From an optimization exercise on the open Yosys and OpenROAD flow, aimed at small area, a short achievable clock period and few clock cycles per item; shortcuts taken in it are not production practice.
The RTL was checked by simulation tests, not by an equivalence proof against the original design.
No activity file was given, so power comes from the tool's default toggle rates.

==> flow/design.v (excerpt) <==
module linear_probe_hash_set (
   input  logic                                clock,
   input  logic                                reset,
   input  logic                                req_valid,
   output logic                                req_stall,
   input  logic [lphs_pkg::CMD_W-1:0]          req_cmd,
   input  logic [lphs_pkg::REQ_KEY_W-1:0]      req_key,
   output logic                                rsp_valid,
   input  logic                                rsp_stall,
   output logic [lphs_pkg::STATUS_W-1:0]       rsp_status,
   output logic [lphs_pkg::RSP_SLOT_W-1:0]     rsp_slot,
   output logic [lphs_pkg::RSP_COUNT_W-1:0]    rsp_count,
   input  logic                                psel,
   input  logic                                penable,
   input  logic                                pwrite,
   input  logic [lphs_pkg::CSR_ADDR_W-1:0]     paddr,
   input  logic [lphs_pkg::CSR_DATA_W-1:0]     pwdata,
   output logic [lphs_pkg::CSR_DATA_W-1:0]     prdata,
   output logic                                pready
);
==> flow/config.mk <==
export PLATFORM = sky130hd
export DESIGN_NAME = linear_probe_hash_set
export DESIGN_NICKNAME = linear_probe_hash_set
export VERILOG_FILES = /design/flow/design.v
export SDC_FILE = /design/flow/constraint.sdc
export NUM_CORES = 4
export LEC_CHECK = 0
export ABC_CLOCK_PERIOD_IN_PS = 2000
export CAP_MARGIN = 20
export CORE_MARGIN = 2
export CORE_UTILIZATION = 60
export CTS_BUF_LIST = sky130_fd_sc_hd__clkbuf_8
export CTS_CLUSTER_DIAMETER = 60
export CTS_CLUSTER_SIZE = 16
export GPL_ROUTABILITY_DRIVEN = 0
export SETUP_SLACK_MARGIN = 3.4
export SLEW_MARGIN = 20
==> flow/constraint.sdc <==
create_clock -name core_clock -period 6.0 [get_ports {clock}]
set_input_delay 1.2000 -clock core_clock [delete_from_list [all_inputs] [get_ports {clock}]]
set_output_delay 1.2000 -clock core_clock [all_outputs]
set_load 0.01 [all_outputs]
run.sh (not shown) runs the stock make flow with config.mk's settings and CLKGATE_MAP_FILE= SYNTH_SCRIPT=/design/flow/synth_recipe.tcl, a recipe that flattens the netlist after the stock synthesis.
The starting point completed without violations.
Testbench counts at the start, summed over its fixed seeds: cycles 2,424, items 2,400.
Change:
- CTS_CLUSTER_SIZE: 16 -> 19
- GPL_ROUTABILITY_DRIVEN: 0 -> unset
The changed run went through all stages and came out clean.
Worst hold slack barely changes.
Final cell count fell slightly.
Clock skew rose by 0.017 ns.
Synthesized area does not change.
Maximum frequency fell slightly.
Clock power is about the same.

* * *

Setup of job 1440:
Another version of the RTL of linear_probe_hash_set (not shown whole).
Size in the first run: about 2,100 cells after synthesis, about 120 I/O pins, about 0.029 mm^2 of cells after synthesis.
clock: 6.0 ns
lec_check: 0
abc_clock_period_in_ps: 2500
cap_margin: 20
core_margin: 2
core_utilization: 60
cts_buf_list: sky130_fd_sc_hd__clkbuf_8
cts_cluster_diameter: 60
cts_cluster_size: 16
setup_slack_margin: 3.0
slew_margin: 20
Testbench counts of job 1440, summed over its fixed seeds: cycles 2,416, items 2,400.
Edits applied to the flow inputs when going from job 1440 to job 2699:
--- a/flow/config.mk
+++ b/flow/config.mk
@@ -6,11 +6,11 @@
 export NUM_CORES = 4
 export LEC_CHECK = 0
-export ABC_CLOCK_PERIOD_IN_PS = 2500
+export ABC_CLOCK_PERIOD_IN_PS = 2000
 export CAP_MARGIN = 20
 export CORE_MARGIN = 2
-export CORE_UTILIZATION = 60
+export CORE_UTILIZATION = 72
 export CTS_BUF_LIST = sky130_fd_sc_hd__clkbuf_8
 export CTS_CLUSTER_DIAMETER = 60
 export CTS_CLUSTER_SIZE = 16
-export SETUP_SLACK_MARGIN = 3.0
+export SETUP_SLACK_MARGIN = 3.4
 export SLEW_MARGIN = 20
==> comparison <==
The final reports for job 2699 and job 1440 show count of buffers not belonging to the clock network in the layout higher in the former.
[compare] base=job 1440 new=job 2699: met2 global-route usage went up, post-route non-filler standard cell count went down, utilization of the core after routing went up, global-route usage went up, post-route minimum period went down.
Wire length on met2 on job 2699 is up relative to job 1440.
Summed area of non-filler cells in the final layout (job 2699 vs. job 1440) increases by a few percent
Switching power as a share of total power for job 2699: 0.29 points up relative to job 1440
What job 4209 does differently from job 2699 at the input level:
--- a/flow/config.mk
+++ b/flow/config.mk
@@ -9,5 +9,5 @@
 export CAP_MARGIN = 20
 export CORE_MARGIN = 2
-export CORE_UTILIZATION = 72
+export CORE_UTILIZATION = 60
 export CTS_BUF_LIST = sky130_fd_sc_hd__clkbuf_8
 export CTS_CLUSTER_DIAMETER = 60
## What came out
| portion of total power attributed to combinational logic | lower: job 4209 |
Compared with job 2699, job 4209 ends up with a larger final cell area.
Diff job 2699 -> job 4209: utilization decreased by 13 points relative to the old numbers, total number of vias decreased by 1,027 relative to the old numbers, overall power consumption increased by 1.3% relative to the old numbers, fraction of power consumed by the clock network increased by 1.5 points relative to the old numbers.
On job 4209: setup slack on the worst flop-to-flop path is 70 ps higher than what job 2699 gave.
The fraction of area in multi-input gates of job 2699 and that of job 4209 are within noise of each other.
Changes in job 2169 relative to job 4209:
--- a/flow/config.mk
+++ b/flow/config.mk
@@ -13,4 +13,5 @@
 export CTS_CLUSTER_DIAMETER = 60
 export CTS_CLUSTER_SIZE = 16
+export PLACE_DENSITY = 0.75
 export SETUP_SLACK_MARGIN = 3.4
 export SLEW_MARGIN = 20
--- outcome ---
- Job 2169 ran to completion and came out clean on the timing, DRC and antenna checks.
- Compared with job 4209, job 2169 shows global-route usage lower by 1.3 points.
- Summary of job 2169 over job 4209: multi-input logic portion of the cell area did not really move; fraction of synthesized cell area in xor and xnor cells held.

* * *

The RTL this note starts from:
==> flow/design.v <==
`timescale 1ns / 1ps
package lphs_pkg;
   localparam int SLOTS       = 16;
   localparam int CMD_W       = 2;
   localparam int REQ_KEY_W   = 32;
   localparam int STATUS_W    = 2;
   localparam int RSP_SLOT_W  = 4;
   localparam int RSP_COUNT_W = 5;
   localparam int MAX_W       = 5;
   localparam int CSR_ADDR_W  = 3;
   localparam int CSR_DATA_W  = 32;
   localparam logic [MAX_W-1:0] MAX_ENTRIES_RESET = MAX_W'(SLOTS * 7 / 10);
   localparam logic [CMD_W-1:0] CMD_INSERT = 2'd0;
   localparam logic [CMD_W-1:0] CMD_REMOVE = 2'd1;
   localparam logic [CMD_W-1:0] CMD_FIND   = 2'd2;
   localparam logic [STATUS_W-1:0] ST_OK        = 2'd0;
   localparam logic [STATUS_W-1:0] ST_NOT_FOUND = 2'd1;
   localparam logic [STATUS_W-1:0] ST_FULL      = 2'd2;
endpackage
`timescale 1ns / 1ps
module lphs_datapath (
   input  logic                                clock,
   input  logic                                reset,
   input  logic                                accept,
   input  logic [lphs_pkg::CMD_W-1:0]          cmd,
   input  logic [lphs_pkg::REQ_KEY_W-1:0]      key,
   input  logic [lphs_pkg::MAX_W-1:0]          max_entries,
   output logic                                res_valid,
   output logic [lphs_pkg::STATUS_W-1:0]       res_status,
   output logic [lphs_pkg::SLOTS-1:0]          res_sel,
   output logic [lphs_pkg::RSP_COUNT_W-1:0]    res_count
);
   localparam int N = lphs_pkg::SLOTS;
   logic [31:0]  key_q [N];
   logic [N-1:0] used_q, empty_q;
   logic [4:0]   count_q;
   logic         v_q, ins_q, rem_q, rf_q;
   logic [31:0]  rkey_q;
   logic [N-1:0] eq_q;
   logic         eq_k;
   logic [N-1:0] eq_in;
   assign eq_k = (key == rkey_q);
   always_comb begin
      for (int s = 0; s < N; s++) begin
         eq_in[s] = used_q[s] ? (key == key_q[s]) : eq_k;
      end
   end
   function automatic logic [N:0] below_or(input logic [N-1:0] x);
      logic [N/4-1:0] g;
      logic [N/4:0]   gp;
      for (int i = 0; i < N/4; i++) begin
         g[i] = |x[4*i +: 4];
      end
      gp[0] = 1'b0;
      for (int i = 0; i < N/4; i++) begin
         gp[i+1] = |(g & (N/4)'((1 << (i + 1)) - 1));
      end
      for (int s = 0; s < N; s++) begin
         below_or[s] = gp[s/4] | (|(x[4*(s/4) +: 4] & 4'((1 << (s % 4)) - 1)));
      end
      below_or[N] = gp[N/4];
   endfunction
   function automatic logic [N-1:0] circ_first(input logic [N-1:0] v, input logic [N-1:0] m);
      logic [N:0] p_h, p_v;
      p_h = below_or(v & m);
      p_v = below_or(v);
      for (int s = 0; s < N; s++) begin
         circ_first[s] = v[s] & (m[s] ? !p_h[s] : !(p_h[N] | p_v[s]));
      end
   endfunction
   function automatic logic [N-1:0] circ_before(input logic [N-1:0] v, input logic [N-1:0] m);
      logic [N:0] p_h, p_v;
      p_h = below_or(v & m);
      p_v = below_or(v);
      for (int s = 0; s < N; s++) begin
         circ_before[s] = m[s] ? !p_h[s] : !(p_h[N] | p_v[s]);
      end
   endfunction
   logic [N-1:0] m_in, m_q, match, first_ins, first_rf, reach, sel;
   logic         any_free, at_limit, ins_ok, hit;
   logic [4:0]   cnt_inc, cnt_dec, count_next;
   always_comb begin
      for (int s = 0; s < N; s++) begin
         m_in[s] = (4'(s) >= key[3:0]);
      end
   end
   assign match     = used_q & eq_q;
   assign first_ins = circ_first(~used_q, m_q);
   assign first_rf  = circ_first(empty_q | match, m_q);
   assign reach     = circ_before(empty_q, m_q);
   assign any_free = !(&used_q);
   assign at_limit = (count_q >= max_entries) || count_q[4];
   assign ins_ok   = ins_q && !at_limit && any_free;
   assign hit      = rf_q && |(match & reach);
   assign sel = ({N{ins_ok}} & first_ins) | ({N{rf_q}} & used_q & first_rf);
   assign cnt_inc    = count_q + 5'd1;
   assign cnt_dec    = count_q - 5'd1;
   assign count_next = ins_ok ? cnt_inc : ((rem_q && hit) ? cnt_dec : count_q);
   always_ff @(posedge clock) begin
      if (reset) begin
         v_q     <= 1'b0;
         ins_q   <= 1'b0;
         rem_q   <= 1'b0;
         rf_q    <= 1'b0;
         used_q  <= '0;
         empty_q <= '1;
         count_q <= '0;
      end else begin
         v_q     <= accept;
         ins_q   <= accept && (cmd == lphs_pkg::CMD_INSERT);
         rem_q   <= accept && (cmd == lphs_pkg::CMD_REMOVE);
         rf_q    <= accept && (cmd == lphs_pkg::CMD_REMOVE || cmd == lphs_pkg::CMD_FIND);
         count_q <= count_next;
         for (int s = 0; s < N; s++) begin
            if (ins_ok && first_ins[s]) begin
               used_q[s]  <= 1'b1;
               empty_q[s] <= 1'b0;
            end else if (rem_q && first_rf[s]) begin
               used_q[s]  <= 1'b0;
            end
         end
      end
   end
   always_ff @(posedge clock) begin
      rkey_q <= key;
      m_q    <= m_in;
      eq_q   <= eq_in;
      for (int s = 0; s < N; s++) begin
         if (!used_q[s]) begin
            key_q[s] <= rkey_q;
         end
      end
   end
   assign res_valid  = v_q;
   assign res_status = (ins_q && !ins_ok) ? lphs_pkg::ST_FULL :
                       ((ins_q || hit) ? lphs_pkg::ST_OK : lphs_pkg::ST_NOT_FOUND);
   assign res_sel    = sel;
   assign res_count  = count_next;
endmodule
`timescale 1ns / 1ps
module linear_probe_hash_set (
   input  logic                                clock,
   input  logic                                reset,
   input  logic                                req_valid,
   output logic                                req_stall,
   input  logic [lphs_pkg::CMD_W-1:0]          req_cmd,
   input  logic [lphs_pkg::REQ_KEY_W-1:0]      req_key,
   output logic                                rsp_valid,
   input  logic                                rsp_stall,
   output logic [lphs_pkg::STATUS_W-1:0]       rsp_status,
   output logic [lphs_pkg::RSP_SLOT_W-1:0]     rsp_slot,
   output logic [lphs_pkg::RSP_COUNT_W-1:0]    rsp_count,
   input  logic                                psel,
   input  logic                                penable,
   input  logic                                pwrite,
   input  logic [lphs_pkg::CSR_ADDR_W-1:0]     paddr,
   input  logic [lphs_pkg::CSR_DATA_W-1:0]     pwdata,
   output logic [lphs_pkg::CSR_DATA_W-1:0]     prdata,
   output logic                                pready
);
   localparam int RW = lphs_pkg::STATUS_W + lphs_pkg::RSP_SLOT_W + lphs_pkg::RSP_COUNT_W;
   logic [lphs_pkg::MAX_W-1:0] max_q;
   logic                       accept;
   logic                       res_valid;
   localparam int XW = lphs_pkg::STATUS_W + lphs_pkg::SLOTS + lphs_pkg::RSP_COUNT_W;
   logic [XW-1:0]              res;
   assign pready = 1'b1;
   assign prdata = paddr[2] ? '0 : lphs_pkg::CSR_DATA_W'(max_q);
   always_ff @(posedge clock) begin
      if (reset) begin
         max_q <= lphs_pkg::MAX_ENTRIES_RESET;
      end else if (psel && penable && pwrite && !paddr[2]) begin
         max_q <= pwdata[lphs_pkg::MAX_W-1:0];
      end
   end
   logic          r_v, r_move, r_v_in;
   logic [XW-1:0] r_q;
   logic [RW-1:0] r_ans;
   logic [3:0]    r_slot;
   always_comb begin
      r_slot = '0;
      for (int s = 0; s < lphs_pkg::SLOTS; s++) begin
         r_slot = r_slot | ({4{r_q[lphs_pkg::RSP_COUNT_W + s]}} & 4'(s));
      end
   end
   assign r_ans = {r_q[XW-1 -: lphs_pkg::STATUS_W], r_slot, r_q[lphs_pkg::RSP_COUNT_W-1:0]};
   logic [RW-1:0] q_q [2];
   logic [1:0]    occ_q, occ_in;
   logic [1:0]    wsel;
   logic          pop, full_q;
   logic [2:0]    occ_x;
   assign rsp_valid = occ_q[0];
   assign pop       = occ_q[0] && !rsp_stall;
   assign occ_x     = {1'b0, occ_q};
   assign {rsp_status, rsp_slot, rsp_count} = q_q[0];
   assign r_move = r_v && (!occ_q[1] || pop);
   assign r_v_in = res_valid || (r_v && !r_move);
   always_comb begin
      for (int i = 0; i < 2; i++) begin
         wsel[i] = r_move && (pop ? (occ_x[i] && !occ_x[i+1])
                                  : (!occ_x[i] && (i == 0 || occ_x[i-1])));
      end
      occ_in = occ_q;
      if (r_move && !pop) begin
         occ_in = {occ_q[0], 1'b1};
      end else if (pop && !r_move) begin
         occ_in = {1'b0, occ_q[1]};
      end
   end
   assign req_stall = full_q && rsp_stall;
   assign accept    = req_valid && !req_stall;
   always_ff @(posedge clock) begin
      if (reset) begin
         r_v    <= 1'b0;
         occ_q  <= '0;
         full_q <= 1'b0;
      end else begin
         r_v    <= r_v_in;
         occ_q  <= occ_in;
         full_q <= (occ_in[1] && (accept || r_v_in)) || (occ_in[0] && accept && r_v_in);
      end
   end
   always_ff @(posedge clock) begin
      if (res_valid) begin
         r_q <= res;
      end
      for (int i = 0; i < 2; i++) begin
         if (wsel[i]) begin
            q_q[i] <= r_ans;
         end else if (pop && i < 1) begin
            q_q[i] <= q_q[i+1];
         end
      end
   end
   lphs_datapath u_dp (
      .clock       (clock),
      .reset       (reset),
      .accept      (accept),
      .cmd         (req_cmd),
      .key         (req_key),
      .max_entries (max_q),
      .res_valid   (res_valid),
      .res_status  (res[XW-1 -: lphs_pkg::STATUS_W]),
      .res_sel     (res[lphs_pkg::RSP_COUNT_W +: lphs_pkg::SLOTS]),
      .res_count   (res[lphs_pkg::RSP_COUNT_W-1:0])
   );
endmodule
Settings: LEC_CHECK=0, ABC_CLOCK_PERIOD_IN_PS=2000, CAP_MARGIN=20, CORE_MARGIN=2, CORE_UTILIZATION=65, CTS_BUF_LIST=sky130_fd_sc_hd__clkbuf_8, CTS_CLUSTER_DIAMETER=60, CTS_CLUSTER_SIZE=16, PLACE_DENSITY_LB_ADDON=0.1, SETUP_SLACK_MARGIN=3.4, SLEW_MARGIN=20; clock period 6.0 ns.
Testbench counts at the start, summed over its fixed seeds: cycles 2,424, items 2,400.
Edit:
Settings changed: CORE_UTILIZATION 65 to 60.
Effect: Maximum frequency rises by 0.43%; die area rises by 8.2%; clock-buffer cell count went up by 1; utilization went down by 6.0 points; power grows by 1.7%; non-clock buffer count shrinks by 27; cell area shrinks by 0.79%; via count fell by 1.7%.
Edit:
Settings changed: PLACE_DENSITY_LB_ADDON 0.1 to unset.
After rerunning:
- final area goes up by 0.56%
- setup slack degrades by 0.030 ns
- register-to-register slack improves by 0.02 ns
- sequential power stays flat
- critical path depth does not change
- fmax falls by 1.1%
- synthesized cell count stays the same
Edit:
Settings changed: CORE_UTILIZATION 60 to 65.
What happened: The changed run went through all stages and came out clean. Sequential share of layout area barely changes. Clock skew stays flat. Worst setup slack gets better by 0.015 ns. Hold slack barely changes. Synthesized cell count stays the same. Combinational power rose by about 1%. Routed wire length goes down by 3.0%. Global-route usage went up by 1.7 points.
Edit:
Settings changed: CORE_UTILIZATION 65 to 60, PLACE_DENSITY_LB_ADDON set to 0.2.
Effect: Register-to-register slack gets worse by 0.18 ns. Global-route usage came out lower by 2.5 points. Die area came out higher by 8.2%. First-iteration DRC count came out higher by 8.4%. Synthesized cell count stays the same. Combinational power came out lower by about 2%. Wire length came out higher by 1.6%. Fmax barely changes. Worst hold slack hardly moves. Cell area barely changes.
Edit:
Settings changed: PLACE_DENSITY_LB_ADDON 0.2 to 0.1, SETUP_SLACK_MARGIN 3.4 to 3.45.
Result: The new run completed without violations. Sequential power barely changes. Register-to-register slack gains 0.07 ns. Power goes up by 0.91%. Clock skew shrinks by 0.022 ns. Sequential share of layout area decreases by 1.3 points.

-- what the ideal ports hide --
The results above use ideal ports. As a check the final layouts listed here were re-extracted and re-timed, cells and wires unchanged. Step 1, drivers: a clkbuf_16 drives clock and a buf_2 each remaining input, both assumed. Step 2, shift: input delay + t, output delay - t, t = (earliest + latest rising clock arrival at the registers) / 2. This alone moves slack from input paths to output paths. Three values: no drivers, after step 1, after step 2; two values: the first two.
| run | t, ns | setup slack, ns | worst setup path after step 2 | worst slew at a driven data input, ns |
|---|---|---|---|---|
| the first run of note 1 | 0.721 | 3.258 / 3.212 / 2.678 | input to register | 0.06 |
| the second run of note 1 | 0.742 | 3.237 / 3.198 / 2.647 | input to register | 0.06 |
| job 1440 | 0.754 | 2.986 / 3.006 / 2.253 | input to register | 0.05 |
| job 2699 | 0.750 | 3.084 / 3.084 / 2.413 | input to register | 0.07 |
| job 4209 | 0.756 | 3.151 / 3.151 / 2.628 | input to register | 0.06 |
| job 2169 | 0.758 | 3.064 / 3.064 / 2.629 | input to register | 0.07 |
| the first run of note 3 | 0.734 | 3.256 / 3.217 / 2.704 | input to register | 0.06 |
| the second run of note 3 | 0.743 | 3.268 / 3.224 / 2.679 | input to register | 0.06 |
| the third run of note 3 | 0.742 | 3.238 / 3.199 / 2.659 | input to register | 0.06 |
| the fourth run of note 3 | 0.742 | 3.253 / 3.204 / 2.681 | input to register | 0.06 |
| the fifth run of note 3 | 0.748 | 3.251 / 3.213 / 2.662 | input to register | 0.05 |
| the sixth run of note 3 | 0.757 | 3.262 / 3.215 / 2.664 | input to register | 0.06 |
After both steps setup and hold are still met in every run listed. For job 1440, which loses most, drivers alone change the setup slack by +0.020 ns; drivers and shift together by -0.733 ns.
